Source: an optimization exercise on an open RTL-to-GDS flow (aim: small area). Production flows keep margins and buffers that such runs may drop.
Only simulation tests tie the RTL to the original design; equivalence was not proved.
Power figures rest on the tool's default switching activity, not on a simulated workload.

==> flow/design.v <==
package lss_pkg;
    localparam int MAX_POINTS  = 1024;
    localparam int SAMPLE_BITS = 16;
    localparam int CNT_W       = $clog2(MAX_POINTS + 1);
    localparam int OUT_W       = 32;
endpackage
module least_squares_slope_core (
    input  logic                                   clk,
    input  logic                                   rst_n,
    input  logic                                   start,
    output logic                                   busy,
    input  logic signed [lss_pkg::SAMPLE_BITS-1:0] x_value,
    input  logic signed [lss_pkg::SAMPLE_BITS-1:0] y_value,
    input  logic                                   last_pair,
    output logic                                   done,
    output logic signed [lss_pkg::OUT_W-1:0]       slope,
    output logic                                   no_spread,
    output logic                                   saturated,
    output logic                                   overflowed,
    output logic [lss_pkg::CNT_W-1:0]              pair_count
);
    localparam logic [4:0] S_CLR   = 5'd0;    
    localparam logic [4:0] S_IDLE  = 5'd1;    
    localparam logic [4:0] S_SUMX  = 5'd2;    
    localparam logic [4:0] S_SUMY  = 5'd3;    
    localparam logic [4:0] S_TXY   = 5'd4;    
    localparam logic [4:0] S_ADDXY = 5'd5;    
    localparam logic [4:0] S_TXX   = 5'd6;    
    localparam logic [4:0] S_ADDXX = 5'd7;    
    localparam logic [4:0] S_DEN0  = 5'd8;    
    localparam logic [4:0] S_DEN1  = 5'd9;    
    localparam logic [4:0] S_NUM0  = 5'd10;   
    localparam logic [4:0] S_NUM1  = 5'd11;   
    localparam logic [4:0] S_ABS   = 5'd12;   
    localparam logic [4:0] S_INIT  = 5'd13;   
    localparam logic [4:0] S_DIV   = 5'd14;   
    localparam logic [4:0] S_FIN1  = 5'd15;   
    localparam logic [4:0] S_FIN2  = 5'd16;   
    logic [3:0]  t;
    logic [4:0]  st;
    logic [4:0]  j;       
    logic [12:0] nr;      
    logic        done_r;
    logic [51:0] ra;
    logic [51:0] rb;
    logic [51:0] rc;
    logic [51:0] rd;
    logic [3:0]  ta;
    logic [3:0]  tb;
    logic [3:0]  tc;
    logic [3:0]  td;
    assign ta = ra[3:0];
    assign tb = rb[3:0];
    assign tc = rc[3:0];
    assign td = rd[3:0];
    logic        t_last;
    logic        t_zero;
    assign t_last = (t == 4'd12);
    assign t_zero = (t == 4'd0);
    logic [1:0]  pa;      
    logic [1:0]  pb;      
    logic        pw3;     
    logic        cy;      
    logic [2:0]  trl;     
    logic [2:0]  trn;     
    logic        sg;      
    logic        rsign;   
    logic        negf;    
    logic        zacc;    
    logic        flat_r;
    logic        sat_r;
    logic st_clr, st_idle, st_sumx, st_sumy, st_txy, st_addxy, st_txx, st_addxx;
    logic st_den0, st_den1, st_num0, st_num1, st_abs, st_init, st_div, st_fin1, st_fin2;
    assign st_clr   = (st == S_CLR);
    assign st_idle  = (st == S_IDLE);
    assign st_sumx  = (st == S_SUMX);
    assign st_sumy  = (st == S_SUMY);
    assign st_txy   = (st == S_TXY);
    assign st_addxy = (st == S_ADDXY);
    assign st_txx   = (st == S_TXX);
    assign st_addxx = (st == S_ADDXX);
    assign st_den0  = (st == S_DEN0);
    assign st_den1  = (st == S_DEN1);
    assign st_num0  = (st == S_NUM0);
    assign st_num1  = (st == S_NUM1);
    assign st_abs   = (st == S_ABS);
    assign st_init  = (st == S_INIT);
    assign st_div   = (st == S_DIV);
    assign st_fin1  = (st == S_FIN1);
    assign st_fin2  = (st == S_FIN2);
    logic [3:0] xs;
    assign xs = (t < 4'd2) ? ra[47:44] : rb[39:36];
    logic [3:0] src;
    logic [3:0] topd;
    logic       sgl1;
    always_comb
    begin
        sgl1 = 1'b0;
        case (st)
            S_SUMX, S_TXX:   begin src = xs;        topd = 4'd3;  end
            S_SUMY:          begin src = rd[11:8];  topd = 4'd9;  end
            S_TXY:           begin src = rd[35:32]; topd = 4'd3;  end
            S_ADDXY, S_ADDXX:begin src = td;        topd = 4'd7;  end
            S_DEN0:          begin src = tb;        topd = 4'd10; end
            S_NUM0:          begin src = ta;        topd = 4'd10; end
            S_DEN1, S_NUM1:  begin src = tc;        topd = 4'd6;  sgl1 = 1'b1; end
            S_ABS, S_FIN2:   begin src = tb;        topd = 4'd12; end
            default:         begin src = td;        topd = 4'd12; end
        endcase
    end
    logic [3:0] raw;
    always_comb
    begin
        raw = src;
        if (t > topd)
        begin
            raw = {4{sg}};
        end
        else if (sgl1 && (t == topd))
        begin
            raw = {src[1], src[1], src[1:0]};
        end
        if (st_sumx && (t >= 4'd6))
        begin
            raw = (t == 4'd6) ? {2'b00, raw[1:0]} : 4'd0;
        end
        if (st_sumy && (t < 4'd6))
        begin
            raw = 4'd0;
        end
    end
    logic [2:0]  trip;
    logic        ncy;     
    always_comb
    begin
        case (st)
            S_TXY, S_TXX:     trip = trl;
            S_DEN1, S_NUM1:   trip = ~trl;
            S_DEN0, S_NUM0:   trip = trn;
            S_ABS, S_FIN2:    trip = {negf, 2'b00};
            S_INIT:           trip = 3'b110;
            S_DIV:            trip = rsign ? 3'b001 : 3'b110;
            S_CLR:            trip = 3'b000;
            default:          trip = 3'b001;
        endcase
    end
    logic d_zero;
    logic d_two;
    logic d_neg;
    assign d_zero = (trip[2] == trip[1]) && (trip[1] == trip[0]);
    assign d_two  = (trip[1] == trip[0]) && (trip[2] != trip[1]);
    assign d_neg  = trip[2] && !d_zero;
    logic [1:0] pbe;
    logic [3:0] mag;
    logic [3:0] opb;
    assign pbe = t_zero ? 2'b00 : pb;
    assign mag = st_sumy ? {raw[1:0], pbe} : d_two ? {raw[2:0], pbe[1]} : raw;
    assign opb = d_zero ? 4'd0 : (d_neg ? ~mag : mag);
    logic [3:0] dtap;
    logic       first;
    logic [3:0] opa;
    logic [1:0] pae;
    logic       bdiv;
    logic       x4;
    always_comb
    begin
        case (st)
            S_ADDXY, S_DIV:                        dtap = ta;
            S_ADDXX, S_NUM0, S_NUM1, S_ABS, S_FIN2: dtap = tb;
            S_SUMX, S_SUMY:                        dtap = tc;
            default:                               dtap = td;
        endcase
    end
    assign x4    = st_txy || st_txx || st_den0 || st_num0 || st_clr;
    assign first = ((st_txy || st_txx) && (j == 5'd6))
                || ((st_den0 || st_num0) && (j == 5'd12)) || st_clr;
    assign pae   = t_zero ? 2'b00 : pa;
    assign bdiv  = rb[15] && !j[4];
    always_comb
    begin
        if (x4)
        begin
            opa = first ? 4'd0 : {dtap[1:0], pae};
        end
        else if (st_div)
        begin
            opa = {dtap[2:0], t_zero ? bdiv : pa[1]};
        end
        else if (st_init)
        begin
            opa = (t < 4'd9) ? rb[19:16] : 4'd0;
        end
        else
        begin
            opa = dtap;
        end
    end
    logic       cin;
    logic       kill;
    logic [2:0] slo;
    logic [2:0] shi;
    logic [3:0] sum;
    assign cin  = t_zero ? d_neg : cy;
    assign kill = st_sumx && (t == 4'd6);
    assign slo  = {1'b0, opa[1:0]} + {1'b0, opb[1:0]} + {2'b00, cin};
    assign shi  = {1'b0, opa[3:2]} + {1'b0, opb[3:2]} + {2'b00, slo[2] && !kill};
    assign sum  = {shi[1:0], slo[1:0]};
    logic [3:0] rotb;
    logic [3:0] cst;
    logic       low11;
    logic       fixed;
    logic       we_a;
    logic       we_b;
    logic       we_c;
    logic       we_d;
    assign low11 = (t < 4'd11);
    assign fixed = flat_r || sat_r;
    assign rotb  = {tb[2:0], t_zero ? !rsign : pb[1]};
    assign cst   = flat_r ? 4'h0
                 : negf ? ((t == 4'd7) ? 4'h8 : 4'h0)
                 : ((t == 4'd7) ? 4'h7 : 4'hF);
    assign we_a = st_clr || (st_addxy && low11) || st_init || st_div;
    assign we_b = st_clr || (st_addxx && low11) || st_num0 || st_num1 || st_abs
               || (st_fin2 && !fixed);
    assign we_c = st_clr || st_sumx || st_sumy;
    assign we_d = ((st_txy || st_txx) && (t < 4'd8)) || st_den0 || st_den1;
    logic [3:0] ina;
    logic [3:0] inb;
    logic [3:0] inc;
    logic [3:0] ind;
    assign ina = we_a ? sum : ta;
    assign inb = we_b ? sum : (st_div || st_fin1) ? rotb : st_fin2 ? cst : tb;
    assign inc = we_c ? sum : tc;
    assign ind = we_d ? sum : td;
    logic nin_c;
    assign nin_c = t_zero ? 1'b1 : ncy;
    logic load;
    assign load = st_idle && t_last;
    always_ff @(posedge clk)
    begin
        ra <= {ina, ra[51:4]};
        rb <= {inb, rb[51:4]};
        rc <= {inc, rc[51:4]};
        rd <= {ind, rd[51:4]};
        if (load)
        begin
            ra[51:44] <= x_value[7:0];
            rb[51:44] <= x_value[15:8];
            rd[48:32] <= {last_pair, y_value};
        end
    end
    logic       solve0;
    logic [4:0] u;
    logic [3:0] w;
    logic [2:0] wtrip;
    logic       take;
    assign solve0 = st_den0 || st_num0;
    assign u      = j + (st_num0 ? 5'd13 : 5'd0);
    assign w      = solve0 ? tc : xs;
    assign wtrip  = {u[0] ? w[3:2] : w[1:0], (u[0] ? w[1] : pw3) && (j != 5'd0)};
    assign take   = (solve0 || st_sumy || st_addxy || st_txy || st_txx) && (t == u[4:1]);
    always_ff @(posedge clk)
    begin
        pa  <= dtap[3:2];
        pb  <= (st_div || st_fin1) ? {tb[3], 1'b0} : raw[3:2];
        pw3 <= w[3];
        cy  <= shi[2];
        if (t == topd)
        begin
            sg <= sgl1 ? src[1] : src[3];
        end
        if (solve0)
        begin
            if (take)
            begin
                trl <= wtrip;
            end
        end
        else if (st_den1 || st_num1)
        begin
            if ((({1'b0, t} + 5'd1) == {j[3:0], 1'b0}) && (j != 5'd0))
            begin
                trn <= {nr[0], nr[12], nr[11] && (t != 4'd1)};
            end
            else if (t_last && (j == 5'd0))
            begin
                trn <= 3'b000;
            end
        end
        else
        begin
            if (take)
            begin
                trn <= wtrip;
            end
            if (t_last)
            begin
                trl <= take ? wtrip : trn;
                if (st_addxx || st_idle)
                begin
                    trn <= 3'b000;
                end
            end
        end
        if (st_num1 && t_last)
        begin
            negf <= sum[3];
        end
        if ((st_init || st_div) && t_last)
        begin
            rsign <= sum[3];
        end
        if (st_init)
        begin
            zacc <= (t_zero ? 1'b0 : zacc) || (td != 4'd0);
            if (t_last)
            begin
                flat_r <= !(zacc || (td != 4'd0));
                sat_r  <= (zacc || (td != 4'd0)) && !sum[3];
            end
        end
        if (st_fin1)
        begin
            if (t < 4'd7)
            begin
                zacc <= (t_zero ? 1'b0 : zacc) || (rotb != 4'd0);
            end
            if (t == 4'd7)
            begin
                sat_r <= rotb[3] && (!negf || zacc || (rotb[2:0] != 3'd0));
            end
        end
    end
    assign busy = !load;
    always_ff @(posedge clk or negedge rst_n)
    begin
        if (!rst_n)
        begin
            t      <= 4'd0;
            st     <= S_CLR;
            done_r <= 1'b0;
        end
        else
        begin
            t      <= t_last ? 4'd0 : t + 4'd1;
            done_r <= st_fin2 && t_last;
            if (t_last)
            begin
                case (st)
                    S_CLR:   st <= S_IDLE;
                    S_IDLE:
                    begin
                        if (start)
                        begin
                            if (!nr[11])
                            begin
                                st <= S_SUMX;
                            end
                            else if (last_pair)
                            begin
                                st <= S_DEN0;
                            end
                        end
                    end
                    S_SUMX:  st <= S_SUMY;
                    S_SUMY:  st <= S_TXY;
                    S_TXY:   if (j == 5'd31) st <= S_ADDXY;
                    S_ADDXY: st <= S_TXX;
                    S_TXX:   if (j == 5'd31) st <= S_ADDXX;
                    S_ADDXX: st <= rd[0] ? S_DEN0 : S_IDLE;
                    S_DEN0:  st <= S_DEN1;
                    S_DEN1:  st <= (j == 5'd0) ? S_NUM0 : S_DEN0;
                    S_NUM0:  st <= S_NUM1;
                    S_NUM1:  st <= (j == 5'd0) ? S_ABS : S_NUM0;
                    S_ABS:   st <= S_INIT;
                    S_INIT:  st <= (!(zacc || (td != 4'd0)) || !sum[3]) ? S_FIN2 : S_DIV;
                    S_DIV:   if (j == 5'd31) st <= S_FIN1;
                    S_FIN1:  st <= S_FIN2;
                    default: st <= S_CLR;
                endcase
            end
        end
    end
    always_ff @(posedge clk)
    begin
        nr  <= {st_clr ? 1'b0 : st_sumx ? (nr[0] ^ nin_c) : (nr[0] || (load && start && nr[11])),
                nr[12:1]};
        ncy <= nr[0] && nin_c;
        if (t_last)
        begin
            case (st)
                S_SUMX:           j <= 5'd7;
                S_TXY:            j <= (j == 5'd31) ? 5'd7 : j - 1'b1;
                S_IDLE, S_ADDXX:  j <= 5'd12;
                S_DEN1:           j <= (j == 5'd0) ? 5'd12 : j - 1'b1;
                S_DEN0, S_NUM0:   j <= j;
                S_INIT:           j <= 5'd0;
                S_DIV:            j <= j + 1'b1;
                default:          j <= j - 1'b1;
            endcase
        end
    end
    assign done       = done_r;
    assign slope      = rb[31:0];
    assign no_spread  = flat_r;
    assign saturated  = sat_r;
    assign overflowed = nr[12];
    assign pair_count = nr[10:0];
endmodule
==> flow/flow/run.sh <==
#!/bin/bash
# The standard layout (the standard.sh, unchanged synthesis and steps), with two changes:
# the port buffers that global placement inserts are made from the smallest buffer cell, and
# clock tree synthesis inserts no dummy loads.
set -euo pipefail
export BUFFER_PORTS_ARGS="-buffer_cell sky130_fd_sc_hd__buf_1"
export CTS_ARGS="-sink_clustering_enable -repair_clock_nets -dont_use_dummy_load -buf_list sky130_fd_sc_hd__clkbuf_4 -sink_clustering_size 10 -sink_clustering_max_diameter 40"
bash standard.sh > standard.log 2>&1
==> flow/standard.sh <==
#!/bin/bash
# synth_recipe.tcl (not shown) runs the flow's synth.tcl, then flattens the netlist and writes it again
# the make line also repeats each setting of config.mk as NAME=value (left out here)
make -C /OpenROAD-flow-scripts/flow DESIGN_CONFIG=/design/flow/config.mk WORK_HOME=/design/flow/orfs CLKGATE_MAP_FILE= SYNTH_SCRIPT=/design/flow/synth_recipe.tcl "${@:-finish}"
==> flow/config.mk <==
export PLATFORM = sky130hd
export DESIGN_NAME = least_squares_slope_core
export DESIGN_NICKNAME = least_squares_slope_core
export VERILOG_FILES = /design/flow/design.v
export SDC_FILE = /design/flow/constraint.sdc
export NUM_CORES = 4
export LEC_CHECK = 0
export ABC_AREA = 1
export CAP_MARGIN = 20
export CORE_MARGIN = 2
export CORE_UTILIZATION = 60
export CTS_BUF_LIST = sky130_fd_sc_hd__clkbuf_8
export CTS_CLUSTER_DIAMETER = 50
export CTS_CLUSTER_SIZE = 15
export PLACE_DENSITY = 0.75
export SLEW_MARGIN = 20
==> flow/constraint.sdc <==
create_clock -name core_clock -period 11.0 [get_ports {clk}]
set_input_delay 2.2000 -clock core_clock [delete_from_list [all_inputs] [get_ports {clk}]]
set_output_delay 2.2000 -clock core_clock [all_outputs]
set_load 0.01 [all_outputs]
==> results of run 1 <==
[layout make-up]
cell class                      count  area [sq um]  area share, %
Tap cell                          184         230.2          2.445
Inverter                           91         341.6          3.627
Sequential cell                   255          5305          56.34
Antenna cell                        2         5.005        0.05315
Timing Repair Buffer               84         319.1          3.388
Clock buffer                       35         262.8          2.790
Multi-Input combinational cell    596          2953          31.36
[critical path: cells and delay by family, from the launching register on]
kind | cells | cell delay, ns
DFF | 1 | 0.45
AOI/OAI and AO/OA | 8 | 1.26
adders and majority gates | 5 | 2.06
buffers and inverters | 4 | 0.38
and+or+nand+nor | 18 | 2.19
[flip-flops by register name (all words and copies together), names as in the netlist, 2 cells and up]
register  flops
j             5
nr           13
pa            2
pb            2
ra           52
rb           52
rc           52
rd           52
st            5
t             4
trl           3
trn           3
[layer usage]
metal  vias to the layer above  GRT usage [%]
met5                         -              0
met4                         0          11.64
met3                        61          5.567
met2                       332          43.16
met1                      3054          37.47
li1                       3306              -
[synth_stat cells, drive strengths merged]
cell type | instances | area (sq um)
edfxtp | 15 | 450.4
buf | 46 | 340.3
clkbuf | 12 | 45.04
nand4 | 7 | 43.79
o221ai | 5 | 43.79
nand3b | 1 | 7.510
nand2 | 254 | 955.9
and3 | 2 | 12.51
clkinv | 1 | 3.750
a21o | 1 | 7.510
a221oi | 1 | 8.760
xnor2 | 5 | 43.79
nor2 | 92 | 362.8
o311ai | 1 | 8.760
o41ai | 1 | 8.760
dfrtp | 10 | 250.2
a21oi | 35 | 178.9
fa | 4 | 80.08
o31ai | 1 | 7.510
or2 | 2 | 12.51
nor4 | 2 | 18.77
mux2i | 1 | 10.01
a211oi | 3 | 22.52
xor2 | 8 | 70.07
a22oi | 1 | 7.510
a32o | 1 | 10.01
o31a | 1 | 8.760
a22o | 2 | 17.52
o211ai | 5 | 37.54
inv | 90 | 337.8
ha | 18 | 225.2
nor3 | 12 | 60.06
o2111ai | 1 | 8.760
a31o | 1 | 8.760
dfxtp | 230 | 4604
nand3 | 55 | 285.3
a21boi | 1 | 7.510
o21ai | 65 | 325.3
o22ai | 5 | 31.28
a31oi | 2 | 12.51
[cell families (layout without fill, tap and decap cells)]
kind of cell    Yosys count  count (layout)  synth area share, %
fa+ha+maj                22              22                3.399
compound gates          133             133                8.483
mux                       1               1               0.1114
flops                   255             255                59.06
buf+inv                 149             210                8.093
xor+xnor                 13              13                1.268
other cells               0               2                    0
simple gates            427             427                19.58
[power breakdown]
part	total, uW	switching [uW]	internal (uW)
Clock	411	264	147
Sequential	993	15.5	978
Combinational	92.1	62.6	29.4
Total	1500	342	1150
[worst max-delay path by stage]
stage / start / end / slack, ns
5_1_grt: st[4] / st[2] / 3.98
3_5_place_dp: st[4] / st[2] / 4.72
3_3_place_gp: st[4] / st[2] / 4.99
2_1_floorplan: st[4] / st[2] / 5.72
4_1_cts: st[4] / st[2] / 4.61
6_report: st[4] / st[2] / 4.53
[metrics by stage]
step                util (%)  cell area [sq um]
floorplan                  -               8982
global placement       62.71               9149
detailed placement     62.71               9149
CTS                    64.51               9412
global route           64.55               9417
finish                 64.55               9417
==> run notes, run 1 <==
status=finished clean; post-route clock period utilization=58.79%; Mapped Area=8982 sq um; total CTS buffers=35; CTS Sinks=255; Via Count=a little under 7k; met3 routed WL=1728 microns; CTS tree=built; Initial DRC Count=684; Worst EP arrival=6.89 ns; Total Nets Final=1121; sequential fraction of the synthesis area=59.06%; Final Hold Viols=0; Antenna Violating Nets Remaining=0; H-tree levels=2; Netlist cell types=49; largest net degree at the start of global routing=38; Max-Cap Viols=0; Syn Nets=about 1.1k; Hold Path Origin=rc[5]; cell mode on critical path=nand2_1; number of global-route vias before repair=between 6k and 7k; post_cts resized=0; Non-Filler Instances=1247; starting density of the core=61.57%; # port buffers=83; R2R Setup Slk=4.53 ns; Slew HR=34.14%; Post-CTS Hold Buffers=0; Critical R2R Launch=st[4]; Critical Path Max Stage Delay=between 0.5 and 0.6 ns; leak pwr=0.004290 uW; vias per cell=5.415; Final min period=6.467 ns; Worst Setup End Kind=register; R2R cell count=35; WHS Endpoint=rc[1]; Synthesis Warnings=1; Die Y=126.4 microns; Die Width=126.4 microns; number of remaining DRC errors=0; DR WL/cell=17.29 microns; Final Skew=0.08747 ns; CP Data Required Time=11.42 ns; initial antenna violation count=1; share of cells above drive strength 1=5.372%; worst setup margin=4.533 ns; Worst-path clk slew=0.10 ns; Tot Pwr=1496 uW; CTS Root Cell=clkbuf_4; pwr dens=158.9 nW/um^2; 1st-pass router iterations=6; f_max=154.6 MHz; synthesis-stage register bit count=~260; WL met1=9351 microns; Placer Congestion=approximately 1; Setup Slack @ Placement=4.723 ns; Hold Path Stages=0; CTS Buffer Depth=3; Worst path slowest cell=fa_1; commonest non-fill, non-tap cell in the layout=nand2_1; DRT Wirelength=21560 microns; number of setup violations in the final report=0; Filler Cell Count=1228; cell row count=44; placed cell count=about 1.2k; setup_tns=0 ns; critical setup path kind=reg -> reg; DP HPWL=16570 microns; remaining global-route overflow=0; core footprint=14590 sq um; smallest hold slack=0.2937 ns; crit path launch type=register; area delta synth->final=4.834%; Final Max Tran Viols=0; Mean Syn Cell Area=roughly 9 sq um; Hold WC Path Type=reg -> reg; metal2 WL=approximately 9600 microns; Post-Synthesis Cells=1000; RSZ-0062 raised after global routing=false; CP max FO=11; clk latency of the worst-skew pair=0.61 ns; commonest non-fill, non-tap cells in the layout=nand2_1 (253), dfxtp_1 (230), nor2_1 (86); worst slew pin tran=0.9843 ns; first-pass GRT wire length=33930 microns; Crit Reg-Reg Endpoint=st[2]; Overall Global Routing Usage=27.53%; Setup Buffers After CTS=0; io pins=84; Max IR drop VDD=153.3 uV; max layer used=met4; die area=about 16000 sq um
==> run 2, diff against run 1 <==
==> flow/flow/run.sh (replaced) <==
#!/bin/bash
# The standard layout with these changes:
# - synthesis is the standard flow's own script (synth_recipe.tcl) with one addition: ABC maps the logic with
#   flow/abc_area.script (deeper area optimisation) instead of ORFS's abc_area.script; the
#   registers, their names and cell types are those of the standard synthesis;
# - the port buffers that global placement inserts are made from the smallest buffer cell;
# - clock tree synthesis inserts no dummy loads and builds the tree from clkbuf_4 cells.
# Each tool's output goes to a log of its own in this folder (synth.log, layout.log) and, as in
# the standard flow, to ORFS's logs under orfs/logs.
set -euo pipefail
here=$(pwd)
export MY_ABC_SCRIPT="$here/flow/abc_area.script"
export BUFFER_PORTS_ARGS="-buffer_cell sky130_fd_sc_hd__buf_1"
export CTS_ARGS="-sink_clustering_enable -repair_clock_nets -dont_use_dummy_load -buf_list sky130_fd_sc_hd__clkbuf_4 -sink_clustering_size 10 -sink_clustering_max_diameter 40"

# synth_recipe.tcl with a wrapper around abc that swaps in our script
{
  head -n 1 synth_recipe.tcl
  cat <<'TCL'
proc abc {args} {
  set i [lsearch -exact $args -script]
  if {$i >= 0} {
    lset args [expr {$i + 1}] $::env(MY_ABC_SCRIPT)
  }
  yosys abc {*}$args
}
TCL
  tail -n +2 synth_recipe.tcl
} > own_synth.tcl
sed "s#SYNTH_SCRIPT=[^ ]*#SYNTH_SCRIPT=$here/own_synth.tcl#" standard.sh > own_synth.sh
grep -q "SYNTH_SCRIPT=$here/own_synth.tcl" own_synth.sh

bash own_synth.sh synth > synth.log 2>&1
bash standard.sh > layout.log 2>&1
==> flow/flow/abc_area.script (new file) <==
strash
&get -n
&deepsyn -T 90
&put
dch -f
amap
topo
stime -c
buffer -c
dnsize -c
==> run 2 against run 1 <==
Effect of this change: sequential power fell by 6.2%; clock skew up 0.014 ns; fmax shrank 5.4%; cell count shrank 17%; final area down 6.4%; worst setup slack worse by 0.37 ns; flip-flop and latch count unchanged; sequential share of layout area rose by 3.9 points; global-route usage up 3.9 points; hold slack got worse by 0.032 ns; clock power is 4% higher; critical path type unchanged; critical endpoint unchanged; largest cell class unchanged; largest power group unchanged.
==> run notes, run 2 <==
worst setup margin=4.162 ns (was 4.533 ns); Antenna Cells=0 (was 2); DP HPWL=17020 microns (was 16570 microns); f_max=146.2 MHz (was 154.6 MHz); Via Count=6216 (was 6753); Die Width=121.9 microns (was 126.4 microns); commonest non-fill, non-tap cells in the layout=dfxtp_1 (230), nor2_1 (88), inv_1 (83), buf_1 (83), nand2_1 (42) (was nand2_1 (253), dfxtp_1 (230), nor2_1 (86)); Max IR drop VDD=160.2 uV (was 153.3 uV); Setup Slack @ Placement=4.346 ns (was 4.723 ns); 1st-pass router iterations=16 (was 6); EDFF count, synth=15 (unchanged); Antenna Violating Nets Remaining=0 (unchanged); Die Y=121.9 microns (was 126.4 microns); Critical Path Max Stage Delay=0.63 ns (was 0.56 ns); ys flop type=dfxtp_1 (unchanged); Initial DRC Count=750 (was 684); count leader, synth=dfxtp_1 (was nand2_1); Setup Buffers After CTS=0 (unchanged); Syn Nets=845 (was 1058); H-tree levels=2 (unchanged); number of setup violations in the final report=0 (unchanged); synthesis-stage register bit count=255 (unchanged); leak pwr=0.003587 uW (was 0.004290 uW); Post-Synthesis Cells=787 (was 1000); worst slew pin tran=1.057 ns (was 0.9843 ns); post-route clock period utilization=62.17% (was 58.79%); Netlist cell types=44 (was 49); R2R Setup Slk=4.16 ns (was 4.53 ns); CP Launch Point=st[2] (was st[4]); Crit Reg-Reg Endpoint=st[2] (unchanged); CTS Sinks=255 (unchanged); Placer Congestion=1.034 (was 0.9977); Final Hold Viols=0 (unchanged); CP Data Required Time=11.55 ns (was 11.42 ns); largest area contributor in the netlist=dfxtp_1 (unchanged); Yosys top cell area share=55.17% (was 51.26%); Worst-path clk slew=0.10 ns (about the same); remaining global-route overflow=0 (unchanged); CTS tree=built (unchanged); Post-CTS Hold Buffers=0 (unchanged); Post-synth top cells=dfxtp_1 (230), nor2_1 (88), inv_1 (83) (was nand2_1 (253), dfxtp_1 (230), nor2_1 (87)); die area=14870 sq um (was 15970 sq um); async set-reset flop share out of synthesis=3.922% (unchanged); # port buffers=83 (unchanged); clk latency of the worst-skew pair=0.63 ns (was 0.61 ns); DRT Wirelength=22680 microns (was 21560 microns); Total Nets Final=914 (was 1121); share of cells above drive strength 1=5.269% (was 5.372%); first-pass GRT wire length=34520 microns (was 33930 microns); CTS Root Cell=clkbuf_4 (unchanged); Synthesis Warnings=1 (unchanged); Overall Global Routing Usage=31.46% (was 27.53%); largest net degree at the start of global routing=33 (was 38); Worst EP arrival=7.39 ns (was 6.89 ns); initial antenna violation count=0 (was 1); Worst path slowest cell=fa_1 (unchanged); total CTS buffers=36 (was 35); RSZ-0062 raised after global routing=false (unchanged); Critical R2R Launch=st[2] (was st[4]); Max-Cap Viols=0 (unchanged); core footprint=13720 sq um (was 14590 sq um); pwr dens=155.1 nW/um^2 (was 158.9 nW/um^2); Mapped Area=8346 sq um (was 8982 sq um); number of global-route vias before repair=6027 (was 6402); CP Capture Point=st[2] (unchanged); critical setup path kind=reg -> reg (unchanged); synth top area cells=dfxtp_1 (55%), edfxtp_1 (5.4%), nor2_1 (4.0%) (was dfxtp_1 (51%), nand2_1 (11%), edfxtp_1 (5.0%)); crit path launch type=register (unchanged); post_cts resized=0 (unchanged); commonest non-fill, non-tap cell in the layout=dfxtp_1 (was nand2_1); io pins=84 (unchanged); cell mode on critical path=nor2_1 (was nand2_1); Slew HR=29.45% (was 34.14%); CTS Buffer Depth=3 (unchanged); sequential fraction of the synthesis area=63.57% (was 59.06%); number of remaining DRC errors=0 (unchanged); CP max FO=12 (was 11); Mean Syn Cell Area=10.60 sq um (was 8.982 sq um); starting density of the core=60.83% (was 61.57%); R2R cell count=29 (was 35); Final min period=6.838 ns (was 6.467 ns); Final Max Tran Viols=0 (unchanged); DR WL/cell=21.93 microns (was 17.29 microns); cell row count=43 (was 44); Final Skew=0.1014 ns (was 0.08747 ns); area delta synth->final=5.607% (was 4.834%); status=finished clean (unchanged); Hold WC Path Type=reg -> reg (unchanged); vias per cell=6.012 (was 5.415); Worst Setup End Kind=register (unchanged); setup_tns=0 ns (unchanged)
[run 2: cell types whose count changed after synthesis, sizes merged, moves of 11 or more]
cell / previous run / this run
nand3: 55 / 8
a31oi: 2 / 13
o22a: 0 / 24
nand2: 254 / 42
a22oi: 1 / 12
o22ai: 5 / 29
o21ai: 65 / 39
[run 2: how the worst min path moves through the flow]
| stage | from | endpoint | depth (start not counted) |
|---|---|---|---|
| 4_1_cts | rc[6] | rc[2] | 0 |
| 2_1_floorplan | ra[4] | ra[0] | 0 |
| 5_1_grt | rc[6] | rc[2] | 0 |
| 6_report | rc[6] | rc[2] | 0 |
| 3_3_place_gp | rc[23] | rc[19] | 0 |
| 3_5_place_dp | rc[14] | rc[10] | 0 |
[run 2: per-layer routing]
metal  track usage, %  wire (microns)
met2            52.69           10880
met4            10.20             626
met1            40.36            9092
met3            7.491            2073
met5                0               0
[run 2: stage by stage]
step | cells | hold slack (ns) | power (uW) | util [%] | instance area [sq um]
after detailed placement | 998 | 0.3121 | 958.9 | 62.26 | 8542
after CTS | 1034 | 0.2674 | 1381 | 64.23 | 8812
final | 1034 | 0.2621 | 1367 | 64.24 | 8813
after global routing | 1034 | 0.2595 | 1415 | 64.24 | 8813
after floorplan | 787 | 0.3096 | 952.4 | - | 8346
after global placement | 998 | 0.3098 | 958.4 | 62.26 | 8542
[run 2: power breakdown]
part	switching (uW)	internal [uW]
registers	0	931
clock network	277	151
logic	4.10	3.21
total	281	1090
[run 2: cells by family (layout without fill, tap and decap cells)]
logic type | Yosys count | in the layout | share of synthesized area (%)
compound gates | 198 | 198 | 15.85
xor+xnor | 1 | 1 | 0.1050
fa+ha+maj | 22 | 22 | 3.658
buf+inv | 140 | 207 | 8.231
flops | 255 | 255 | 63.57
simple gates | 171 | 171 | 8.591
[run 2: worst max-delay path: cells and delay by family (launching register included)]
kind / cells / cell delay, ns
buf+inv: 4 / 0.37
fa+ha+maj: 5 / 2.14
simple gates: 13 / 2.83
compound gates: 7 / 0.89
flops: 1 / 0.57
[run 2: cell type report]
class | count | area (sq um)
sequential | 255 | 5305
inverter | 85 | 319.1
timing repair buffer | 86 | 334.1
multi-input combinational | 392 | 2360
fill | 1098 | 4906
clock buffer | 36 | 270.3
tap | 180 | 225.2
==> run 3, diff against run 2 <==
==> flow/flow/abc_area.script (replaced) <==
strash
&get -n
&deepsyn -T 90
&put
dch -f
amap
topo
stime -c
dnsize -c
==> run 3 against run 2 <==
Effect of this change: hold slack improved by 0.026 ns; critical path depth down 2; global-route usage is 0.91 points lower; final area down 0.18%; largest power group unchanged.
==> run notes, run 3 <==
status=finished clean (unchanged); Hold WC Path Type=reg -> reg (unchanged); Final Hold Viols=0 (unchanged); Die Y=121.6 microns (was 121.9 microns); count leader, synth=dfxtp_1 (unchanged); Synthesis Warnings=1 (unchanged); io pins=84 (unchanged); final core occ=65.65% (was 64.24%); RSZ-0062 raised after global routing=false (unchanged); share of cells above drive strength 1=4.455% (was 5.269%); commonest non-fill, non-tap cells in the layout=dfxtp_1 (230), nor2_1 (88), clkinv_1 (85) (was dfxtp_1 (230), nor2_1 (88), inv_1 (83), buf_1 (83), nand2_1 (42)); cell row count=42 (was 43); worst slew pin tran=1.055 ns (was 1.057 ns); CTS Buffer Depth=3 (unchanged); Worst Setup End Kind=register (unchanged); initial antenna violation count=1 (was 0); starting density of the core=61.94% (was 60.83%); Post-CTS Hold Buffers=0 (unchanged); WL met1=9325 microns (was 9092 microns); CTS Root Cell=clkbuf_4 (unchanged); largest area contributor in the netlist=dfxtp_1 (unchanged); Initial DRC Count=697 (was 750); Netlist cell types=41 (was 44); Yosys top cell area share=55.47% (was 55.17%); Max-Cap Viols=0 (unchanged); area delta synth->final=5.984% (was 5.607%); Final Skew=0.07975 ns (was 0.1014 ns); synthesis-stage register bit count=255 (unchanged); 1st-pass router iterations=5 (was 16); EDFF count, synth=15 (unchanged); metal2 WL=10690 microns (was 10880 microns); Die Width=121.6 microns (was 121.9 microns); H-tree levels=2 (unchanged); commonest non-fill, non-tap cell in the layout=dfxtp_1 (unchanged); critical setup path kind=reg -> reg (unchanged); total CTS buffers=34 (was 36); Worst-path clk slew=0.10 ns (about the same); Post-synth top cells=dfxtp_1 (230), nor2_1 (88), clkinv_1 (85) (was dfxtp_1 (230), nor2_1 (88), inv_1 (83)); CP Data Required Time=11.51 ns (was 11.55 ns); number of global-route vias before repair=5882 (was 6027); DP HPWL=17320 microns (was 17020 microns); met3 routed WL=1812 microns (was 2073 microns); CTS tree=built (unchanged); placed cell count=995 (was 998); CTS Sinks=255 (unchanged); Non-Filler Instances=1030 (was 1034); Final min period=6.964 ns (was 6.838 ns); die area=14790 sq um (was 14870 sq um); sequential fraction of the synthesis area=63.91% (was 63.57%); max layer used=met4 (unchanged); f_max=143.6 MHz (was 146.2 MHz); Final Max Tran Viols=0 (unchanged); Mean Syn Cell Area=10.71 sq um (was 10.60 sq um); Mapped Area=8300 sq um (was 8346 sq um); number of setup violations in the final report=0 (unchanged); Via Count=6178 (was 6216); Overall Global Routing Usage=30.55% (was 31.46%); Syn Nets=833 (was 845); Worst EP arrival=7.48 ns (was 7.39 ns); core footprint=13400 sq um (was 13720 sq um); # port buffers=83 (unchanged); post-route clock period utilization=63.31% (was 62.17%); Total Nets Final=913 (was 914); ys flop type=dfxtp_1 (unchanged); DR WL/cell=21.96 microns (was 21.93 microns); Setup Buffers After CTS=0 (unchanged); Max IR drop VDD=130.7 uV (was 160.2 uV); Slew HR=27.85% (was 29.45%); Antenna Violating Nets Remaining=0 (unchanged); leak pwr=0.003334 uW (was 0.003587 uW); clk latency of the worst-skew pair=0.63 ns (about the same); Post-Synthesis Cells=775 (was 787); Placer Congestion=0.9692 (was 1.034); Tot Pwr=1351 uW (was 1367 uW); number of remaining DRC errors=0 (unchanged); first-pass GRT wire length=33340 microns (was 34520 microns); post_cts resized=0 (unchanged); CP max FO=12 (unchanged); largest net degree at the start of global routing=33 (unchanged); setup_tns=0 ns (unchanged); remaining global-route overflow=0 (unchanged); vias per cell=5.998 (was 6.012); pwr dens=153.6 nW/um^2 (was 155.1 nW/um^2); crit path launch type=register (unchanged); async set-reset flop share out of synthesis=3.922% (unchanged); synth top area cells=dfxtp_1 (55%), edfxtp_1 (5.4%), nor2_1 (4.0%) (unchanged); DRT Wirelength=22620 microns (was 22680 microns)
## run 3: changes by cell type in the layout (fill, tap and decap cells not counted), moves of 2 or more
cell | previous run | this run
clkbuf_4 | 36 | 34
inv_1 | 83 | 0
or2_2 | 4 | 0
clkinv_1 | 1 | 85
or2_0 | 0 | 4
## run 3: cells by family after synthesis
family,synth area share (%)
flops,63.91
simple gates,8.637
compound gates,15.93
fa+ha+maj,3.678
buf+inv,7.733
xor+xnor,0.1055
## run 3: metrics by stage
step / hold WS [ns] / worst slack [ns] / area [sq um]
floorplan: 0.3096 / 5.196 / 8300
global placement: 0.3102 / 4.409 / 8539
detailed placement: 0.3121 / 4.256 / 8539
CTS: 0.2939 / 4.202 / 8795
global route: 0.2919 / 3.544 / 8797
finish: 0.2880 / 4.036 / 8797
## run 3: power breakdown
group	switching, uW	internal [uW]	total, uW
clock network	271	143	414
logic	3.73	3.21	6.95
registers	0	930	930
total	274	1080	1350
## run 3: layer usage
metal  vias up  global-route usage (%)
met5         -                       0
met4         0                   11.71
met3        67                   6.180
met2       349                   49.68
met1      2941                   40.53
li1       2821                       -
## run 3: final timing paths
check	from	endpoint	slack (ns)	cells after the start
worst max-delay path	st[3]	st[2]	4.04	27
worst min-delay path	rc[24]	rc[20]	0.29	0
worst max register to register	st[3]	st[2]	4.04	27
worst min register to register	rc[24]	rc[20]	0.29	0
max in group asynchronous	rst_n	t[2]	8.95	1
min in group asynchronous	rst_n	st[3]	1.59	1
## run 3: layout make-up
class | count | area, sq um
flip-flops and latches | 255 | 5305
fillers | 1057 | 4603
multi-input cells | 392 | 2354
repair buffers | 87 | 341.6
inverters | 85 | 319.1
clock buffers | 34 | 255.2
well taps | 176 | 220.2
diodes | 1 | 2.502
## run 3: critical path, cell delays in order, from the launching register on
cell	delay [ns]
dfrtp_1	0.51
clkinv_1	0.33
nor2_1	0.32
clkinv_1	0.16
nor2_1	0.59
nor2_1	0.24
nand2_1	0.15
ha_1	0.25
nand4_1	0.14
clkinv_1	0.11
nor2_1	0.22
or2_0	0.18
o21a_1	0.19
o22ai_1	0.08
a31oi_1	0.22
o22ai_1	0.14
fa_1	0.47
fa_1	0.37
clkinv_1	0.06
a31oi_1	0.04
fa_1	0.43
fa_1	0.63
nand3_1	0.14
nand2_1	0.08
or3_1	0.45
nor2_1	0.15
nor2_1	0.06
nor2_1	0.11
==> run 4, diff against run 3 <==
--- a/flow/flow/run.sh
+++ b/flow/flow/run.sh
@@ -12,5 +12,5 @@
 export MY_ABC_SCRIPT="$here/flow/abc_area.script"
 export BUFFER_PORTS_ARGS="-buffer_cell sky130_fd_sc_hd__buf_1"
-export CTS_ARGS="-sink_clustering_enable -repair_clock_nets -dont_use_dummy_load -buf_list sky130_fd_sc_hd__clkbuf_4 -sink_clustering_size 10 -sink_clustering_max_diameter 40"
+export CTS_ARGS="-sink_clustering_enable -repair_clock_nets -dont_use_dummy_load -buf_list sky130_fd_sc_hd__clkbuf_4 -sink_clustering_size 12 -sink_clustering_max_diameter 40"
 
 # synth_recipe.tcl with a wrapper around abc that swaps in our script
==> run 4 against run 3 <==
Effect of this change: still clean; via count fell by 0.40%; flip-flop and latch count is the same; fmax is essentially flat; synthesized area stayed put; cell count shrank 0.49%; core utilization down 0.28 points; largest cell class unchanged.
==> run notes, run 4 <==
Max IR drop VDD=136.2 uV (was 130.7 uV); Worst Setup End Kind=register (unchanged); Placed Area=8539 sq um (unchanged); Slew HR=29.87% (was 27.85%); Initial DRC Count=628 (was 697); first-pass GRT wire length=33150 microns (was 33340 microns); Die Y=121.6 microns (unchanged); cell mode on critical path=nor2_1 (unchanged); pwr dens=151.1 nW/um^2 (was 153.6 nW/um^2); Total Nets Final=908 (was 913); Tot Pwr=1324 uW (was 1351 uW); CTS Buffer Depth=3 (unchanged); # port buffers=83 (unchanged); Worst EP arrival=7.51 ns (was 7.48 ns); DRT Wirelength=22550 microns (was 22620 microns); Max-Cap Viols=0 (unchanged); leak pwr=0.003311 uW (was 0.003334 uW); Post-synth top cells=dfxtp_1 (230), nor2_1 (88), clkinv_1 (85) (unchanged); Critical R2R Launch=st[3] (unchanged); Final min period=6.961 ns (was 6.964 ns); io pins=84 (unchanged); Filler Cell Count=1050 (was 1057); Setup Slack @ Placement=4.256 ns (unchanged); Hold Path Stages=0 (unchanged); CP Data Required Time=11.55 ns (was 11.51 ns); R2R Setup Slk=4.04 ns (about the same); die area=14790 sq um (unchanged); flip-flop and latch area=5305 sq um (unchanged); critical setup path kind=reg -> reg (unchanged); DP HPWL=17320 microns (unchanged); number of remaining DRC errors=0 (unchanged); post_cts resized=0 (unchanged); area occupied by multi-input gates=2354 sq um (unchanged); commonest non-fill, non-tap cell in the layout=dfxtp_1 (unchanged); Final Hold Viols=0 (unchanged); Final Skew=0.08774 ns (was 0.07975 ns); Post-Synthesis Cells=775 (unchanged); sequential fraction of the synthesis area=63.91% (unchanged); area delta synth->final=5.532% (was 5.984%); f_max=143.7 MHz (was 143.6 MHz); Critical Path Max Stage Delay=0.62 ns (was 0.63 ns); Mean Syn Cell Area=10.71 sq um (unchanged); ys flop type=dfxtp_1 (unchanged); Hold Path Origin=rc[50] (was rc[24]); cell row count=42 (unchanged); Syn Nets=833 (unchanged); RSZ-0062 raised after global routing=false (unchanged); count leader, synth=dfxtp_1 (unchanged); clk latency of the worst-skew pair=0.69 ns (was 0.63 ns); remaining global-route overflow=0 (unchanged); CTS Root Cell=clkbuf_4 (unchanged); Worst-path clk slew=0.11 ns (was 0.10 ns); DR WL/cell=22.00 microns (was 21.96 microns); synthesis-stage register bit count=255 (unchanged); Overall Global Routing Usage=30.19% (was 30.55%); share of cells above drive strength 1=3.892% (was 4.455%); WHS Endpoint=rc[46] (was rc[20]); status=finished clean (unchanged); largest area contributor in the netlist=dfxtp_1 (unchanged); Final Max Tran Viols=0 (unchanged); worst setup margin=4.039 ns (was 4.036 ns); async set-reset flop share out of synthesis=3.922% (unchanged); number of global-route vias before repair=5879 (was 5882); Yosys top cell area share=55.47% (unchanged); commonest non-fill, non-tap cells in the layout=dfxtp_1 (230), nor2_1 (88), clkinv_1 (85) (unchanged); number of setup violations in the final report=0 (unchanged); starting density of the core=61.94% (unchanged); Via Count=6153 (was 6178); post-route cell area=8760 sq um (was 8797 sq um); synth top area cells=dfxtp_1 (55%), edfxtp_1 (5.4%), nor2_1 (4.0%) (unchanged); CTS Sinks=255 (unchanged); Antenna Violating Nets Remaining=0 (unchanged); setup_tns=0 ns (unchanged); Mapped Area=8300 sq um (unchanged); vias per cell=6.003 (was 5.998); Placer Congestion=0.9692 (unchanged); total CTS buffers=29 (was 34); Die Width=121.6 microns (unchanged); 1st-pass router iterations=10 (was 5); core footprint=13400 sq um (unchanged); H-tree levels=1 (was 2); initial antenna violation count=1 (unchanged); Netlist cell types=41 (unchanged); Crit Reg-Reg Endpoint=st[2] (unchanged); Setup Buffers After CTS=0 (unchanged); Synthesis Warnings=1 (unchanged); smallest hold slack=0.2705 ns (was 0.2880 ns); largest net degree at the start of global routing=33 (unchanged); CTS tree=built (unchanged); post-route clock period utilization=63.28% (was 63.31%); EDFF count, synth=15 (unchanged); worst slew pin tran=1.025 ns (was 1.055 ns); CP max FO=12 (unchanged); Post-CTS Hold Buffers=0 (unchanged); R2R cell count=27 (unchanged); Hold WC Path Type=reg -> reg (unchanged); Worst path slowest cell=nor2_1 (was fa_1); crit path launch type=register (unchanged)
-- run 4: cell counts after synthesis --
No cell type changed its count.
-- run 4: cell type report --
class	count	area share, %
sequential	255	60.56
multi-input combinational	392	26.87
timing repair buffer	87	3.899
inverter	85	3.642
tap	176	2.514
clock buffer	29	2.485
antenna	1	0.02857
-- run 4: logic make-up (layout without fill, tap and decap cells) --
| group | Yosys count | in the layout | share of synthesized area, % |
|---|---|---|---|
| DFF | 255 | 255 | 63.91 |
| AOI/OAI and AO/OA | 198 | 198 | 15.93 |
| and+or+nand+nor | 171 | 171 | 8.637 |
| buffers and inverters | 128 | 201 | 7.733 |
| adders and majority gates | 22 | 22 | 3.678 |
| xor gates and xnor gates | 1 | 1 | 0.1055 |
| other | 0 | 1 | 0 |
-- run 4: worst max-delay path by stage --
stage | startpoint | endpoint
finish | st[3] | st[2]
detailed placement | st[3] | st[2]
global placement | st[2] | st[3]
global route | st[3] | st[2]
CTS | st[3] | st[2]
floorplan | st[2] | st[3]
-- run 4: critical path, delay by kind of cell (launching register included) --
kind            cells  cell delay (ns)
simple gates       13             2.89
fa+ha+maj           5             2.14
compound gates      5             0.68
buf+inv             4             0.67
flops               1             0.50
-- run 4: power breakdown --
| group | total, uW | switching [uW] | leakage (uW) | internal (uW) |
|---|---|---|---|---|
| clock | 386 | 265 | 0.000133 | 121 |
| combinational | 6.92 | 3.70 | 0.00103 | 3.21 |
| sequential | 931 | 0 | 0.00215 | 931 |
| total | 1320 | 269 | 0.00331 | 1050 |
-- run 4: metal layers --
| layer | up-vias | wire [microns] | track usage (%) |
|---|---|---|---|
| li1 | 2810 | - | - |
| met1 | 2953 | 9321 | 40.23 |
| met2 | 322 | 10590 | 48.67 |
| met3 | 68 | 1749 | 6.273 |
| met4 | 0 | 890 | 11.78 |
| met5 | - | 0 | 0 |
-- run 4: per-stage QoR --
stage | util [%] | cells
6_report | 65.37 | 1025
5_1_grt | 65.37 | 1025
4_1_cts | 65.35 | 1024
3_5_place_dp | 63.73 | 995
3_3_place_gp | 63.73 | 995
2_1_floorplan | - | 775
==> run 5, diff against run 4 <==
==> flow/flow/run.sh (replaced) <==
#!/bin/bash
# The standard layout with these changes:
# - synthesis is the standard flow's own script (synth_recipe.tcl) with two changes: ABC maps the logic with
#   flow/abc_area.script (deeper area optimisation) instead of ORFS's abc_area.script, and the
#   adders are left to ABC rather than mapped to the adder cells first (ADDER_MAP_FILE empty);
#   the registers, their names and cell types are those of the standard synthesis;
# - the port buffers that global placement inserts are made from the smallest buffer cell;
# - clock tree synthesis inserts no dummy loads and builds the tree from clkbuf_4 cells.
# Each tool's output goes to a log of its own in this folder (synth.log, layout.log) and, as in
# the standard flow, to ORFS's logs under orfs/logs.
set -euo pipefail
here=$(pwd)
export MY_ABC_SCRIPT="$here/flow/abc_area.script"
export BUFFER_PORTS_ARGS="-buffer_cell sky130_fd_sc_hd__buf_1"
export CTS_ARGS="-sink_clustering_enable -repair_clock_nets -dont_use_dummy_load -buf_list sky130_fd_sc_hd__clkbuf_4 -sink_clustering_size 10 -sink_clustering_max_diameter 40"

# synth_recipe.tcl with a wrapper around abc that swaps in our script
{
  head -n 1 synth_recipe.tcl
  cat <<'TCL'
proc abc {args} {
  set i [lsearch -exact $args -script]
  if {$i >= 0} {
    lset args [expr {$i + 1}] $::env(MY_ABC_SCRIPT)
  }
  yosys abc {*}$args
}
TCL
  tail -n +2 synth_recipe.tcl
} > own_synth.tcl
sed "s#SYNTH_SCRIPT=[^ ]*#SYNTH_SCRIPT=$here/own_synth.tcl ADDER_MAP_FILE=#" standard.sh > own_synth.sh
grep -q "SYNTH_SCRIPT=$here/own_synth.tcl ADDER_MAP_FILE=" own_synth.sh

bash own_synth.sh synth > synth.log 2>&1
bash standard.sh > layout.log 2>&1
==> run 5 against run 4 <==
Effect of this change: first-iteration DRC count up 49%; hold slack better by 0.020 ns; cell count up 0.39%; non-clock buffer count up 2; power up 33%; final area down 1.3%; flip-flop and latch count unchanged; register-to-register slack worse by 0.12 ns; critical endpoint is now st[3].
==> run notes, run 5 <==
status=finished clean (unchanged); crit path launch type=register (unchanged); Yosys top cell area share=56.63% (was 55.47%); Setup Buffers After CTS=0 (unchanged); critical setup path kind=reg -> reg (unchanged); first-pass GRT wire length=35270 microns (was 33150 microns); ys flop type=dfxtp_1 (unchanged); WL met1=9246 microns (was 9321 microns); final core occ=65.30% (was 65.37%); CP Capture Point=st[3] (was st[2]); Max IR drop VDD=164.6 uV (was 136.2 uV); CTS tree=built (unchanged); number of global-route vias before repair=6176 (was 5879); Slew HR=29.39% (was 29.87%); Post-Synthesis Cells=772 (was 775); core footprint=13240 sq um (was 13400 sq um); share of cells above drive strength 1=4.812% (was 3.892%); H-tree levels=2 (was 1); Antenna Violating Nets Remaining=0 (unchanged); 1st-pass router iterations=7 (was 10); largest area contributor in the netlist=dfxtp_1 (unchanged); area delta synth->final=6.356% (was 5.532%); Mean Syn Cell Area=10.53 sq um (was 10.71 sq um); DRT Wirelength=23120 microns (was 22550 microns); vias per cell=6.136 (was 6.003); max layer used=met4 (unchanged); CP Data Required Time=11.46 ns (was 11.55 ns); sequential fraction of the synthesis area=65.25% (was 63.91%); DP HPWL=17510 microns (was 17320 microns); synth top area cells=dfxtp_1 (57%), edfxtp_1 (5.5%), nor2_1 (5.2%) (was dfxtp_1 (55%), edfxtp_1 (5.4%), nor2_1 (4.0%)); RSZ-0062 raised after global routing=false (unchanged); EDFF count, synth=15 (unchanged); commonest non-fill, non-tap cells in the layout=dfxtp_1 (230), nor2_1 (113), buf_1 (83) (was dfxtp_1 (230), nor2_1 (88), clkinv_1 (85)); Max-Cap Viols=0 (unchanged); post-route clock period utilization=64.34% (was 63.28%); synthesis-stage register bit count=255 (unchanged); R2R Setup Slk=3.92 ns (was 4.04 ns); R2R cell count=22 (was 27); CTS Sinks=255 (unchanged); worst slew pin tran=1.032 ns (was 1.025 ns); die area=14500 sq um (was 14790 sq um); largest net degree at the start of global routing=33 (unchanged); Die Y=120.4 microns (was 121.6 microns); Worst-path clk slew=0.10 ns (was 0.11 ns); total CTS buffers=34 (was 29); setup_tns=0 ns (unchanged); Final Hold Viols=0 (unchanged); Final min period=7.078 ns (was 6.961 ns); Filler Cell Count=1062 (was 1050); count leader, synth=dfxtp_1 (unchanged); starting density of the core=61.39% (was 61.94%); Placer Congestion=0.9887 (was 0.9692); f_max=141.3 MHz (was 143.7 MHz); Post-CTS Hold Buffers=0 (unchanged); number of remaining DRC errors=0 (unchanged); clk latency of the worst-skew pair=0.64 ns (was 0.69 ns); met3 routed WL=2235 microns (was 1749 microns); initial antenna violation count=1 (unchanged); Initial DRC Count=937 (was 628); Total Nets Final=890 (was 908); Worst Setup End Kind=register (unchanged); Overall Global Routing Usage=32.54% (was 30.19%); # port buffers=83 (unchanged); CP Launch Point=st[1] (was st[3]); Die Width=120.4 microns (was 121.6 microns); CP max FO=9 (was 12); Via Count=6314 (was 6153); number of setup violations in the final report=0 (unchanged); Syn Nets=808 (was 833); commonest non-fill, non-tap cell in the layout=dfxtp_1 (unchanged); Synthesis Warnings=1 (unchanged); Mapped Area=8130 sq um (was 8300 sq um); Final Skew=0.1052 ns (was 0.08774 ns); async set-reset flop share out of synthesis=3.922% (unchanged); metal2 WL=10820 microns (was 10590 microns); Crit Reg-Reg Endpoint=st[3] (was st[2]); io pins=84 (unchanged); Final Max Tran Viols=0 (unchanged); leak pwr=0.003282 uW (was 0.003311 uW); CTS Buffer Depth=3 (unchanged); Critical R2R Launch=st[1] (was st[3]); CTS Root Cell=clkbuf_4 (unchanged); pwr dens=203.6 nW/um^2 (was 151.1 nW/um^2); Hold WC Path Type=reg -> reg (unchanged); DR WL/cell=22.47 microns (was 22.00 microns); cell row count=42 (unchanged); post_cts resized=0 (unchanged); Worst EP arrival=7.54 ns (was 7.51 ns); Post-synth top cells=dfxtp_1 (230), nor2_1 (113), clkinv_1 (82) (was dfxtp_1 (230), nor2_1 (88), clkinv_1 (85)); remaining global-route overflow=0 (unchanged); Netlist cell types=42 (was 41)
==> run 5: cell count changes in the layout (fill, tap and decap cells not counted), moves of 5 or more <==
cell and delta:
nor2_1 +25, a31oi_1 -5, a21oi_1 -12, a221o_1 +5, clkbuf_4 +5, a211oi_1 +5
ha_1 -18, a22oi_1 -7
==> run 5: worst min-delay path by stage <==
stage	from	endpoint	slack, ns	cells after the start
final	rb[32]	rb[28]	0.29	0
after detailed placement	ra[5]	ra[1]	0.31	0
after floorplan	ra[4]	ra[0]	0.31	0
after global routing	rb[32]	rb[28]	0.29	0
after CTS	ra[8]	ra[4]	0.30	0
after global placement	rc[9]	rc[5]	0.31	0
==> run 5: cells by family (layout without fill, tap and decap cells) <==
group                  after synthesis  count (layout)  share of synthesized area, %
DFF                                255             255                         65.25
and+or+nand+nor                    193             193                         9.634
buffers and inverters              125             205                         7.756
other                                0               1                             0
AOI/OAI and AO/OA                  199             199                         17.36
==> run 5: cell type report <==
type / count / area [sq um] / area share, %
inverter: 82 / 307.8 / 3.560
timing repair buffer: 89 / 356.6 / 4.124
tap: 176 / 220.2 / 2.547
clock buffer: 34 / 255.2 / 2.952
antenna: 1 / 2.502 / 0.02894
sequential: 255 / 5305 / 61.35
multi-input combinational: 392 / 2200 / 25.44
==> run 5: through the flow <==
| step | std cells | power [uW] | setup slack (ns) | area, sq um | hold slack [ns] |
|---|---|---|---|---|---|
| 4_1_cts | 1028 | 1765 | 4.121 | 8645 | 0.2986 |
| 3_3_place_gp | 994 | 1345 | 3.571 | 8384 | 0.3102 |
| 2_1_floorplan | 772 | 1307 | 6.395 | 8130 | 0.3096 |
| 3_5_place_dp | 994 | 1358 | 4.150 | 8389 | 0.3121 |
| 5_1_grt | 1029 | 1831 | 3.635 | 8647 | 0.2893 |
| 6_report | 1029 | 1761 | 3.922 | 8647 | 0.2900 |
==> run 5: metal layers <==
layer  vias to the layer above  GRT usage (%)
met5                         -              0
met4                         0          13.08
met3                        88          8.585
met2                       438          52.44
met1                      2948          41.89
li1                       2840              -
==> run 5: critical path: stages (launching register included) <==
cell and delay, ns:
dfrtp_1 0.55, clkinv_1 0.45, nor3_2 0.80, clkinv_1 0.48, nor2_1 0.69, clkinv_1 0.43, o221ai_1 0.31, a31oi_1 0.08
nor2_1 0.37, o22ai_1 0.19, a21o_1 0.23, nor2_1 0.14, nor2_1 0.08, nor2_1 0.14, o22a_1 0.18, o22ai_1 0.09
and2_0 0.20, nor2_1 0.46, nor3_1 0.14, o21ai_0 0.22, nand2_1 0.13, a31o_1 0.27, o311ai_0 0.31
==> run 5: power breakdown <==
group	internal [uW]	switching [uW]	leakage, uW
logic	65.9	102	0.000955
registers	1100	75.7	0.00217
clock network	143	273	0.000156
==> run 6, diff against run 5 <==
--- a/flow/flow/run.sh
+++ b/flow/flow/run.sh
@@ -13,5 +13,5 @@
 export MY_ABC_SCRIPT="$here/flow/abc_area.script"
 export BUFFER_PORTS_ARGS="-buffer_cell sky130_fd_sc_hd__buf_1"
-export CTS_ARGS="-sink_clustering_enable -repair_clock_nets -dont_use_dummy_load -buf_list sky130_fd_sc_hd__clkbuf_4 -sink_clustering_size 10 -sink_clustering_max_diameter 40"
+export CTS_ARGS="-sink_clustering_enable -repair_clock_nets -dont_use_dummy_load -buf_list sky130_fd_sc_hd__clkbuf_4 -sink_clustering_size 9 -sink_clustering_max_diameter 35"
 
 # synth_recipe.tcl with a wrapper around abc that swaps in our script
==> run 6 against run 5 <==
Effect of this change: critical path depth stayed put; die area did not move; routed wire length down 0.90%; sequential power hardly changed; core utilization up 0.25 points; via count down 0.33%; global-route usage decreased by 0.44 points; highest routed layer unchanged; cell count grew 0.49%; synthesized area did not move; clock-buffer cell count up 4; critical path type unchanged.
==> run notes, run 6 <==
commonest non-fill, non-tap cell in the layout=dfxtp_1 (unchanged); Total Nets Final=894 (was 890); Die Width=120.4 microns (unchanged); Final Hold Viols=0 (unchanged); CTS Sinks=255 (unchanged); status=finished clean (unchanged); Die Y=120.4 microns (unchanged); share of cells above drive strength 1=5.257% (was 4.812%); worst slew pin tran=0.9481 ns (was 1.032 ns); critical setup path kind=reg -> reg (unchanged); Mean Syn Cell Area=10.53 sq um (unchanged); crit path launch type=register (unchanged); Yosys top cell area share=56.63% (unchanged); die area=14500 sq um (unchanged); io pins=84 (unchanged); Clock power frac=24.5% (was 23.6%); largest area contributor in the netlist=dfxtp_1 (unchanged); Synthesis Warnings=1 (unchanged); post_cts resized=0 (unchanged); starting density of the core=61.39% (unchanged); Post-synth top cells=dfxtp_1 (230), nor2_1 (113), clkinv_1 (82) (unchanged); Antenna Violating Nets Remaining=0 (unchanged); Mapped Area=8130 sq um (unchanged); largest net degree at the start of global routing=33 (unchanged); total CTS buffers=38 (was 34); count leader, synth=dfxtp_1 (unchanged); Hold WC Path Type=reg -> reg (unchanged); cell row count=42 (unchanged); core footprint=13240 sq um (unchanged); Post-CTS Hold Buffers=0 (unchanged); Post-Synthesis Cells=772 (unchanged); f_max=141.3 MHz (about the same); Placer Congestion=0.9887 (unchanged); final core occ=65.54% (was 65.30%); setup_tns=0 ns (unchanged); RSZ-0062 raised after global routing=false (unchanged); CTS Buffer Depth=3 (unchanged); ys flop type=dfxtp_1 (unchanged); # port buffers=83 (unchanged); number of remaining DRC errors=0 (unchanged); CTS tree=built (unchanged); EDFF count, synth=15 (unchanged); async set-reset flop share out of synthesis=3.922% (unchanged); number of global-route vias before repair=6236 (was 6176); pwr dens=204.8 nW/um^2 (was 203.6 nW/um^2); Max-Cap Viols=0 (unchanged); CP Data Required Time=11.47 ns (was 11.46 ns); Initial DRC Count=974 (was 937); commonest non-fill, non-tap cells in the layout=dfxtp_1 (230), nor2_1 (113), buf_1 (83) (unchanged); Syn Nets=808 (unchanged); CP max FO=9 (unchanged); DR WL/cell=22.16 microns (was 22.47 microns); sw frac=25.42% (was 25.61%); DRT Wirelength=22910 microns (was 23120 microns); vias per cell=6.086 (was 6.136); Final min period=7.078 ns (about the same); Worst Setup End Kind=register (unchanged); 1st-pass router iterations=14 (was 7); Final Max Tran Viols=0 (unchanged); power share of the sequential group=66.1% (was 66.8%); Setup Buffers After CTS=0 (unchanged); Worst-path clk slew=0.10 ns (about the same); DP HPWL=17510 microns (unchanged); Psw=452.0 uW (was 451.0 uW); Max IR drop VDD=176.0 uV (was 164.6 uV); first-pass GRT wire length=34880 microns (was 35270 microns); Overall Global Routing Usage=32.10% (was 32.54%); initial antenna violation count=2 (was 1); clk latency of the worst-skew pair=0.64 ns (about the same); Netlist cell types=42 (unchanged); Final Skew=0.1046 ns (was 0.1052 ns); sequential fraction of the synthesis area=65.25% (unchanged); synthesis-stage register bit count=255 (unchanged); Slew HR=35.16% (was 29.39%); leak pwr=0.003300 uW (was 0.003282 uW); H-tree levels=2 (unchanged); Via Count=6293 (was 6314); Worst EP arrival=7.55 ns (was 7.54 ns); combinational power share=9.4% (was 9.6%); cell internal pwr=1326 uW (was 1310 uW); area delta synth->final=6.756% (was 6.356%); CTS Root Cell=clkbuf_4 (unchanged); synth top area cells=dfxtp_1 (57%), edfxtp_1 (5.5%), nor2_1 (5.2%) (unchanged); post-route clock period utilization=64.34% (about the same); number of setup violations in the final report=0 (unchanged); remaining global-route overflow=0 (unchanged)
run 6: cell types whose count changed in the layout (fill, tap and decap cells not counted), sizes merged:
cell    previous run  this run
clkbuf            34        38
diode              1         2
run 6: cells by family after synthesis:
kind of cell / Yosys count / share of synthesized area [%]
buffers and inverters: 125 / 7.756
AOI/OAI and AO/OA: 199 / 17.36
and+or+nand+nor: 193 / 9.634
DFF: 255 / 65.25
run 6: layout make-up:
class / instances / area (sq um)
fillers: 1074 / 4563
well taps: 176 / 220.2
clock buffers: 38 / 285.3
diodes: 2 / 5.005
multi-input cells: 392 / 2200
inverters: 82 / 307.8
flip-flops and latches: 255 / 5305
repair buffers: 89 / 356.6
run 6: final timing paths:
check                            from  slack, ns    end  cells past startpoint
worst max-delay path            st[1]       3.92  st[3]                     22
worst min-delay path            rd[4]       0.28  rd[0]                      0
worst max register to register  st[1]       3.92  st[3]                     22
worst min register to register  rd[4]       0.28  rd[0]                      0
max in group asynchronous       rst_n       8.83   t[0]                      1
min in group asynchronous       rst_n       1.64  st[3]                      1
run 6: critical path, cell delays in order (launching register included):
cell,delay (ns)
dfrtp_1,0.55
clkinv_1,0.46
nor3_2,0.83
clkinv_1,0.49
nor2_1,0.69
clkinv_1,0.42
o221ai_1,0.31
a31oi_1,0.08
nor2_1,0.39
o22ai_1,0.19
a21o_1,0.22
nor2_1,0.14
nor2_1,0.08
nor2_1,0.13
o22a_1,0.18
o22ai_1,0.09
and2_0,0.20
nor2_1,0.43
nor3_1,0.13
o21ai_0,0.21
nand2_1,0.13
a31o_1,0.27
o311ai_0,0.32
run 6: power groups by stage:
stage	Combinational, uW	Sequential [uW]	Clock (uW)
detailed placement	163	1200	0
floorplan	150	1160	0
finish	167	1180	436
CTS	164	1180	444
global route	179	1190	480
global placement	161	1180	0
run 6: through the flow:
step | cells | hold WS [ns] | total power (uW) | cell area, sq um | worst slack, ns
floorplan | 772 | 0.3096 | 1307 | 8130 | 6.395
global placement | 994 | 0.3102 | 1345 | 8384 | 3.571
detailed placement | 994 | 0.3121 | 1358 | 8389 | 4.150
CTS | 1032 | 0.2824 | 1784 | 8675 | 4.117
global route | 1033 | 0.2416 | 1848 | 8677 | 3.640
finish | 1034 | 0.2834 | 1778 | 8680 | 3.922
run 6: per-layer routing:
metal  part of all wire (%)  global-route usage [%]  vias up  routed length [microns]
met1                     39                   40.61     2918                     8872
met2                     46                   51.98      426                    10560
met3                     11                   8.915      103                     2557
met4                    4.0                   13.37        0                      921
li1                       -                       -     2846                        -
met5                      0                       0        -                        0
==> run 7, diff against run 6 <==
--- a/flow/flow/run.sh
+++ b/flow/flow/run.sh
@@ -6,5 +6,5 @@
 #   the registers, their names and cell types are those of the standard synthesis;
 # - the port buffers that global placement inserts are made from the smallest buffer cell;
-# - clock tree synthesis inserts no dummy loads and builds the tree from clkbuf_4 cells.
+# - clock tree synthesis inserts no dummy loads and builds the tree from clkbuf_4 cells in small clusters.
 # Each tool's output goes to a log of its own in this folder (synth.log, layout.log) and, as in
 # the standard flow, to ORFS's logs under orfs/logs.
==> run 7 against run 6 <==
Effect of this change: cell count unchanged; highest routed layer unchanged; still clean; critical endpoint unchanged; sequential share of layout area stayed put; first-iteration DRC count unchanged.
==> run notes, run 7 <==
post-route clock period utilization=64.34% (unchanged); DP HPWL=17510 microns (unchanged); Via Count=6293 (unchanged); leak pwr=0.003300 uW (unchanged); crit path launch type=register (unchanged); Worst-path clk slew=0.10 ns (about the same); sw frac=25.42% (unchanged); setup_tns=0 ns (unchanged); starting density of the core=61.39% (unchanged); Final Max Tran Viols=0 (unchanged); CP max FO=9 (unchanged); remaining global-route overflow=0 (unchanged); DR WL/cell=22.16 microns (unchanged); Max IR drop VDD=176.0 uV (unchanged); Yosys top cell area share=56.63% (unchanged); combinational power share=9.4% (about the same); commonest non-fill, non-tap cell in the layout=dfxtp_1 (unchanged); Overall Global Routing Usage=32.10% (unchanged); Max-Cap Viols=0 (unchanged); Post-CTS Hold Buffers=0 (unchanged); status=finished clean (unchanged); post-route cell area=8680 sq um (unchanged); worst slew pin tran=0.9481 ns (unchanged); CTS tree=built (unchanged); cell internal pwr=1326 uW (unchanged); vias per cell=6.086 (unchanged); count leader, synth=dfxtp_1 (unchanged); share of cells above drive strength 1=5.257% (unchanged); clk latency of the worst-skew pair=0.64 ns (about the same); Final Hold Viols=0 (unchanged); WP buf/inv=3 (unchanged); Total Nets Final=894 (unchanged); synth top area cells=dfxtp_1 (57%), edfxtp_1 (5.5%), nor2_1 (5.2%) (unchanged); area occupied by multi-input gates=2200 sq um (unchanged); DRT Wirelength=22910 microns (unchanged); Psw=452.0 uW (unchanged); ys flop type=dfxtp_1 (unchanged); flip-flop and latch area=5305 sq um (unchanged); power share of the sequential group=66.1% (about the same); number of global-route vias before repair=6236 (unchanged); number of setup violations in the final report=0 (unchanged); Initial DRC Count=974 (unchanged); Worst path slowest cell=nor3_2 (unchanged); worst setup margin=3.922 ns (unchanged); # port buffers=83 (unchanged); Clock power frac=24.5% (about the same); worst path cell trace=clkinv_1 > nor3_2 > clkinv_1 > nor2_1 > clkinv_1 > o221ai_1 > a31oi_1 > nor2_1 > o22ai_1 > a21o_1 > nor2_1 > nor2_1 > nor2_1 > o22a_1 > o22ai_1 > and2_0 > nor2_1 > nor3_1 > o21ai_0 > nand2_1 > a31o_1 > o311ai_0 (unchanged); Syn Nets=808 (unchanged); Final Skew=0.1046 ns (unchanged)
run 7: cell counts after synthesis:
Identical to the previous run, type by type.
run 7: worst paths after layout:
check                            from  endpoint  slack, ns  cells after the start
worst min register to register  rd[4]     rd[0]       0.28                      0
worst max register to register  st[1]     st[3]       3.92                     22
worst max-delay path            st[1]     st[3]       3.92                     22
min in group asynchronous       rst_n     st[3]       1.64                      1
max in group asynchronous       rst_n      t[0]       8.83                      1
worst min-delay path            rd[4]     rd[0]       0.28                      0
run 7: routing by layer:
| layer | track usage [%] | up-vias | wire [microns] |
|---|---|---|---|
| met5 | 0 | - | 0 |
| met4 | 13.37 | 0 | 921 |
| met3 | 8.915 | 103 | 2557 |
| met2 | 51.98 | 426 | 10560 |
| met1 | 40.61 | 2918 | 8872 |
| li1 | - | 2846 | - |
run 7: area by class of cell:
cell class | count | share of cell area (%)
repair buffers | 89 | 4.108
well taps | 176 | 2.537
flip-flops and latches | 255 | 61.12
multi-input cells | 392 | 25.34
diodes | 2 | 0.05766
clock buffers | 38 | 3.287
inverters | 82 | 3.546
run 7: power by group through the flow:
stage	Clock [uW]	Combinational, uW	Sequential, uW
after floorplan	0	150	1160
after global placement	0	161	1180
after detailed placement	0	163	1200
after CTS	444	164	1180
after global routing	480	179	1190
final	436	167	1180
run 7: kinds of logic after synthesis:
logic type,Yosys count,synth area share [%]
DFF,255,65.25
AOI/OAI and AO/OA,199,17.36
and+or+nand+nor,193,9.634
buffers and inverters,125,7.756
run 7: through the flow:
stage / hold slack [ns] / util, % / std cells / total power (uW)
after detailed placement: 0.3121 / 63.35 / 994 / 1358
after floorplan: 0.3096 / - / 772 / 1307
after CTS: 0.2824 / 65.50 / 1032 / 1784
after global placement: 0.3102 / 63.31 / 994 / 1345
final: 0.2834 / 65.54 / 1034 / 1778
after global routing: 0.2416 / 65.52 / 1033 / 1848

## what the ideal ports hide
The flow's constraints put no driver on any port. The routed layouts listed below were extracted and timed again, unchanged, in two steps. Step 1, drivers: a clkbuf_16 drives clk and a buf_2 each remaining input, both assumed. Step 2, shift: input delay + t, output delay - t, t = (earliest + latest rising clock arrival at the registers) / 2. This alone moves slack from input paths to output paths. a / b / c = no drivers / after step 1 / after step 2; a / b = the first two.
run | shift t [ns] | slack for setup (ns)
run 1 | 0.611 | 4.533 / 4.533 / 4.533
run 2 | 0.617 | 4.162 / 4.162 / 4.162
run 3 | 0.625 | 4.036 / 4.036 / 4.036
run 4 | 0.682 | 4.039 / 4.039 / 4.039
run 5 | 0.625 | 3.922 / 3.922 / 3.922
run 6 | 0.629 | 3.922 / 3.922 / 3.922
run 7 | 0.629 | 3.922 / 3.922 / 3.922
After both steps setup and hold are still met in every run listed.
